Context: an optimization exercise on an open-source flow, tuned for small area and few clock cycles. The choices shown serve that exercise and are no tape-out recipe.
At most, simulation tests tie the RTL to the original design; equivalence was not proved.
Power figures rest on the tool's default switching activity, not on a simulated workload.

## PW
==> module spq_cell, before the edit <==
module spq_cell (
  input  logic                         do_ins,
  input  logic                         pend,
  input  logic [spq_pkg::RANK_W-1:0]   pend_level,
  input  logic [spq_pkg::OCC_BITS-1:0] count,
  input  logic [spq_pkg::KEY_BITS-1:0] new_key,
  input  logic [spq_pkg::KEY_BITS-1:0] key,
  input  logic [spq_pkg::RANK_W-1:0]   level,
  output logic                         free,
  output logic                         below,
  output logic                         at_count,
  output logic [spq_pkg::RANK_W-1:0]   level_next
);
  logic                       held;
  logic                       lt;
  logic                       raise;
  logic [spq_pkg::RANK_W-1:0] level_now;
  function automatic logic key_lt(input logic [spq_pkg::KEY_BITS-1:0] a,
                                  input logic [spq_pkg::KEY_BITS-1:0] b);
    logic [spq_pkg::KEY_BITS-1:0] l;
    logic [spq_pkg::KEY_BITS-1:0] g;
    l = ~a & b;
    g = a & ~b;
    for (int w = 1; w < spq_pkg::KEY_BITS; w = w * 2) begin
      for (int j = 0; j + w < spq_pkg::KEY_BITS; j = j + 2 * w) begin
        l[j] = l[j + w] | (~g[j + w] & l[j]);
        g[j] = g[j + w] | (~l[j + w] & g[j]);
      end
    end
    key_lt = l[0];
  endfunction
  assign held      = pend || ({1'b0, level} < count);
  assign free      = !held;
  assign lt        = key_lt(key, new_key);
  assign below     = held && lt;
  assign at_count  = (level == count[spq_pkg::RANK_W-1:0]);
  assign raise     = held ? lt : at_count;
  assign level_now = pend ? pend_level : level;
  assign level_next = level_now + spq_pkg::RANK_W'(do_ins && raise);
endmodule
export LEC_CHECK = 0
export CAP_MARGIN = 20
export CORE_MARGIN = 2
export CORE_UTILIZATION = 40
export SLEW_MARGIN = 20
create_clock -name core_clock -period 5.0 [get_ports {clk}]
run.sh (not shown) runs the stock make flow with config.mk's settings and CLKGATE_MAP_FILE= SYNTH_SCRIPT=/design/flow/synth_recipe.tcl, a recipe that flattens the netlist after the stock synthesis.
Testbench counts of PW, summed over its fixed seeds: cycles 26,690.
[inputs] JK vs PW
--- a/flow/design.v
+++ b/flow/design.v
@@ -24,19 +24,14 @@
   logic                       raise;
   logic [spq_pkg::RANK_W-1:0] level_now;
   function automatic logic key_lt(input logic [spq_pkg::KEY_BITS-1:0] a,
                                   input logic [spq_pkg::KEY_BITS-1:0] b);
-    logic [spq_pkg::KEY_BITS-1:0] l;
-    logic [spq_pkg::KEY_BITS-1:0] g;
-    l = ~a & b;
-    g = a & ~b;
-    for (int w = 1; w < spq_pkg::KEY_BITS; w = w * 2) begin
-      for (int j = 0; j + w < spq_pkg::KEY_BITS; j = j + 2 * w) begin
-        l[j] = l[j + w] | (~g[j + w] & l[j]);
-        g[j] = g[j + w] | (~l[j + w] & g[j]);
-      end
+    logic ge;
+    ge = 1'b1;
+    for (int j = 0; j < spq_pkg::KEY_BITS; j++) begin
+      ge = (a[j] & ~b[j]) | (a[j] & ge) | (~b[j] & ge);
     end
-    key_lt = l[0];
+    key_lt = ~ge;
   endfunction
   assign held      = pend || ({1'b0, level} < count);
   assign free      = !held;
   assign lt        = key_lt(key, new_key);
## What came out
- Measured against each other, PW and JK differ in portion of the layout cell area used by clock cells, the lower figure coming from PW.
- Measured against each other, PW and JK differ in synthesized area, the higher figure coming from PW.
- PW → JK: wire length -about 4%; width of the die -about 0.8%; final-report max-slew violation count ~0 delta.
No functional check of the RTL was part of JK.


Another version of the RTL of sorted_priority_queue (not shown whole).
Size in the first run: roughly 2200 cells after synthesis, roughly 62 I/O pins, about 0.024 sq mm of cells after synthesis.
==> module spq_cell, before the edit <==
module spq_cell (
  input  logic                         do_ins,
  input  logic                         pend,
  input  logic [spq_pkg::RANK_W-1:0]   pend_level,
  input  logic [spq_pkg::OCC_BITS-1:0] count,
  input  logic [spq_pkg::KEY_BITS-1:0] new_key,
  input  logic [spq_pkg::KEY_BITS-1:0] key,
  input  logic [spq_pkg::RANK_W-1:0]   level,
  output logic                         free,
  output logic                         below,
  output logic                         at_count,
  output logic [spq_pkg::RANK_W-1:0]   level_next
);
  logic                       held;
  logic                       lt;
  logic                       raise;
  logic [spq_pkg::RANK_W-1:0] level_now;
  function automatic logic key_lt(input logic [spq_pkg::KEY_BITS-1:0] a,
                                  input logic [spq_pkg::KEY_BITS-1:0] b);
    logic ge;
    ge = 1'b1;
    for (int j = 0; j < spq_pkg::KEY_BITS; j++) begin
      ge = (a[j] & ~b[j]) | (a[j] & ge) | (~b[j] & ge);
    end
    key_lt = ~ge;
  endfunction
  assign held      = pend || ({1'b0, level} < count);
  assign free      = !held;
  assign lt        = key_lt(key, new_key);
  assign below     = held && lt;
  assign at_count  = (level == count[spq_pkg::RANK_W-1:0]);
  assign raise     = held ? lt : at_count;
  assign level_now = pend ? pend_level : level;
  assign level_next = level_now + spq_pkg::RANK_W'(do_ins && raise);
endmodule
==> module sorted_priority_queue, before the edit <==
module sorted_priority_queue (
  input  logic          clk,
  input  logic          rst,
  input  logic          cmd_valid,
  output logic          cmd_ready,
  input  logic [32:0]   cmd,
  output logic          res_valid,
  input  logic          res_ready,
  output logic [22:0]   res
);
  localparam int N = spq_pkg::DEPTH;
  logic [spq_pkg::OCC_BITS-1:0] count;
  logic [1:0]                   kind;
  logic                         res_free;
  logic                         accept;
  logic                         is_ins;
  logic                         is_full;
  logic                         is_empty;
  logic                         can_ins;
  logic                         do_ins;
  logic                         do_rm;
  logic [N-1:0]                 free;
  logic [N-1:0]                 below;
  logic [N-1:0]                 below_q;
  logic [N-1:0]                 at_count;
  logic [N-1:0]                 inject;
  logic [N-1:0]                 pend_q;
  logic [spq_pkg::RANK_W-1:0]   n_below;
  logic [spq_pkg::RANK_W-1:0]   pend_level;
  logic [spq_pkg::KEY_BITS-1:0] key        [N];
  logic [spq_pkg::ID_BITS-1:0]  id         [N];
  logic [spq_pkg::RANK_W-1:0]   level      [N];
  logic [spq_pkg::RANK_W-1:0]   level_next [N];
  logic [spq_pkg::ID_BITS-1:0]  removed_id;
  always_comb begin
    inject  = '0;
    can_ins = 1'b0;
    for (int i = 0; i < N; i++) begin
      if (spq_pkg::INJ_AT[i]) begin
        inject[i] = free[i] && !can_ins;
        can_ins   = can_ins || free[i];
      end
    end
  end
  assign res_free  = !res_valid || res_ready;
  assign is_ins    = !cmd[32];
  assign is_full   = count[spq_pkg::OCC_BITS-1];
  assign is_empty  = (count == '0);
  assign cmd_ready = res_free && (!is_ins || is_full || can_ins);
  assign accept    = cmd_valid && cmd_ready;
  assign do_ins    = accept && is_ins && !is_full;
  assign do_rm     = accept && !is_ins && !is_empty;
  always_comb begin
    n_below = '0;
    for (int i = 0; i < N; i++) n_below = n_below + spq_pkg::RANK_W'(below_q[i]);
  end
  assign pend_level = spq_pkg::RANK_W'(count) - 1'b1 - n_below;
  for (genvar i = 0; i < N; i++) begin : g_cell
    localparam int NX = (i + 1) % N;
    logic pend;
    if (spq_pkg::INJ_AT[(i + N - 1) % N]) begin : g_pend
      assign pend = pend_q[i];
    end else begin : g_nopend
      assign pend = 1'b0;
    end
    spq_cell u_cell (
      .do_ins     (do_ins),
      .pend       (pend),
      .pend_level (pend_level),
      .count      (count),
      .new_key    (cmd[31:16]),
      .key        (key[i]),
      .level      (level[i]),
      .free       (free[i]),
      .below      (below[i]),
      .at_count   (at_count[i]),
      .level_next (level_next[i])
    );
    always_ff @(posedge clk) begin
      level[NX] <= level_next[i];
    end
    if (spq_pkg::INJ_AT[i]) begin : g_inj
      always_ff @(posedge clk) begin
        if (do_ins && inject[i]) begin
          key[NX] <= cmd[31:16];
          id[NX]  <= cmd[15:0];
        end else begin
          key[NX] <= key[i];
          id[NX]  <= id[i];
        end
      end
    end else begin : g_pass
      always_ff @(posedge clk) begin
        key[NX] <= key[i];
        id[NX]  <= id[i];
      end
    end
  end
  always_ff @(posedge clk) begin
    below_q <= below;
    for (int i = 0; i < N; i++) begin
      pend_q[(i + 1) % N] <= !rst && do_ins && inject[i];
    end
  end
  always_comb begin
    removed_id = '0;
    for (int i = 0; i < N; i++) begin
      if (at_count[i]) removed_id = removed_id | id[i];
    end
  end
  assign res = {kind[1] && !kind[0], kind[0] && !kind[1],
                (&kind) ? removed_id : spq_pkg::ID_BITS'(0), count};
  always_ff @(posedge clk) begin
    if (rst) begin
      count     <= '0;
      res_valid <= 1'b0;
    end else begin
      if (do_ins) count <= count + 1'b1;
      if (do_rm)  count <= count - 1'b1;
      if (accept) begin
        res_valid <= 1'b1;
      end else if (res_ready) begin
        res_valid <= 1'b0;
      end
    end
  end
  always_ff @(posedge clk) begin
    if (accept) begin
      kind <= is_ins ? {is_full, 1'b0} : {!is_empty, 1'b1};
    end
  end
endmodule
Settings: LEC_CHECK=0, CAP_MARGIN=20, CORE_MARGIN=2, CORE_UTILIZATION=40, SLEW_MARGIN=20; clock period 5.0 ns.
Testbench counts at the start, summed over its fixed seeds: cycles 25,354.
Then changed:
--- a/flow/design.v
+++ b/flow/design.v
@@ -12,36 +12,35 @@
   input  logic [spq_pkg::RANK_W-1:0]   pend_level,
   input  logic [spq_pkg::OCC_BITS-1:0] count,
   input  logic [spq_pkg::KEY_BITS-1:0] new_key,
   input  logic [spq_pkg::KEY_BITS-1:0] key,
   input  logic [spq_pkg::RANK_W-1:0]   level,
+  input  logic                         raised,
   output logic                         free,
+  output logic                         at_count,
   output logic                         below,
-  output logic                         at_count,
   output logic [spq_pkg::RANK_W-1:0]   level_next
 );
   logic                       held;
-  logic                       lt;
-  logic                       raise;
+  logic                       step;
   logic [spq_pkg::RANK_W-1:0] level_now;
   function automatic logic key_lt(input logic [spq_pkg::KEY_BITS-1:0] a,
                                   input logic [spq_pkg::KEY_BITS-1:0] b);
     logic ge;
     ge = 1'b1;
     for (int j = 0; j < spq_pkg::KEY_BITS; j++) begin
       ge = (a[j] & ~b[j]) | (a[j] & ge) | (~b[j] & ge);
     end
     key_lt = ~ge;
   endfunction
-  assign held      = pend || ({1'b0, level} < count);
+  assign held      = pend || raised || ({1'b0, level} < count);
   assign free      = !held;
-  assign lt        = key_lt(key, new_key);
-  assign below     = held && lt;
-  assign at_count  = (level == count[spq_pkg::RANK_W-1:0]);
-  assign raise     = held ? lt : at_count;
+  assign at_count  = !pend && !raised && (level == count[spq_pkg::RANK_W-1:0]);
+  assign below     = do_ins && held && key_lt(key, new_key);
+  assign step      = raised || (do_ins && !held && at_count);
   assign level_now = pend ? pend_level : level;
-  assign level_next = level_now + spq_pkg::RANK_W'(do_ins && raise);
+  assign level_next = level_now + spq_pkg::RANK_W'(step);
 endmodule
 module sorted_priority_queue (
   input  logic          clk,
   input  logic          rst,
   input  logic          cmd_valid,
@@ -62,11 +61,11 @@
   logic                         can_ins;
   logic                         do_ins;
   logic                         do_rm;
   logic [N-1:0]                 free;
   logic [N-1:0]                 below;
-  logic [N-1:0]                 below_q;
+  logic [N-1:0]                 raised;
   logic [N-1:0]                 at_count;
   logic [N-1:0]                 inject;
   logic [N-1:0]                 pend_q;
   logic [spq_pkg::RANK_W-1:0]   n_below;
   logic [spq_pkg::RANK_W-1:0]   pend_level;
@@ -93,11 +92,11 @@
   assign accept    = cmd_valid && cmd_ready;
   assign do_ins    = accept && is_ins && !is_full;
   assign do_rm     = accept && !is_ins && !is_empty;
   always_comb begin
     n_below = '0;
-    for (int i = 0; i < N; i++) n_below = n_below + spq_pkg::RANK_W'(below_q[i]);
+    for (int i = 0; i < N; i++) n_below = n_below + spq_pkg::RANK_W'(raised[i]);
   end
   assign pend_level = spq_pkg::RANK_W'(count) - 1'b1 - n_below;
   for (genvar i = 0; i < N; i++) begin : g_cell
     localparam int NX = (i + 1) % N;
     logic pend;
@@ -112,17 +111,19 @@
       .pend_level (pend_level),
       .count      (count),
       .new_key    (cmd[31:16]),
       .key        (key[i]),
       .level      (level[i]),
+      .raised     (raised[i]),
       .free       (free[i]),
       .below      (below[i]),
       .at_count   (at_count[i]),
       .level_next (level_next[i])
     );
     always_ff @(posedge clk) begin
-      level[NX] <= level_next[i];
+      level[NX]  <= level_next[i];
+      raised[NX] <= below[i];
     end
     if (spq_pkg::INJ_AT[i]) begin : g_inj
       always_ff @(posedge clk) begin
         if (do_ins && inject[i]) begin
           key[NX] <= cmd[31:16];
@@ -138,11 +139,10 @@
         id[NX]  <= id[i];
       end
     end
   end
   always_ff @(posedge clk) begin
-    below_q <= below;
     for (int i = 0; i < N; i++) begin
       pend_q[(i + 1) % N] <= !rst && do_ins && inject[i];
     end
   end
   always_comb begin
The changed run finished clean.
Flip-flop and latch count is unchanged.
Non-clock buffer count grows by 2.
Area after synthesis grows by a few percent.
Utilization shrinks by 0.30 points.
Worst setup slack loses 0.16 ns.
Wire length grows by a little under a tenth.
Die area grows slightly.
Clock power shrinks by a few percent.
Hold slack barely changes.
Cell area grows slightly.
Sequential share of layout area shrinks by 0.63 points.
Clock skew stays flat.
Clock-buffer cell count shrinks by 6.
For the second run of this note, only the layout was checked, not whether the RTL still works.

[re-timing with driven ports]
How much do the figures lean on ideal ports? The routed layouts below were timed once more, with nothing changed but the port constraints. Step 1 (the two cells are an assumption about what drives the block):
set clk [get_ports {clk}]
set_driving_cell -lib_cell sky130_fd_sc_hd__clkbuf_16 $clk
set_driving_cell -lib_cell sky130_fd_sc_hd__buf_2 [delete_from_list [all_inputs] $clk]
Step 2 moves the port delays by t, midway between the first and last clock arrival at a register: inputs arrive t later, outputs are due t later. That takes back most of the time a late clock gives input paths. a / b / c = ideal / step 1 / step 2; a / b = the first two.
run | t (ns) | slack for setup (ns) | worst slew at a driven data input, ns
PW | 0.686 | 0.273 / 0.216 / 0.251 | 0.06
JK | 0.647 | 0.181 / 0.120 / 0.433 | 0.06
the first run of note 2 | 0.657 | 0.267 / 0.224 / 0.176 | 0.06
the second run of note 2 | 0.699 | 0.102 / 0.043 / 0.222 | 0.07
After both steps setup and hold are still met in every run listed. The setup slack of the first run of note 2, which loses most, moves by -0.043 ns with the drivers and by -0.091 ns with both steps.
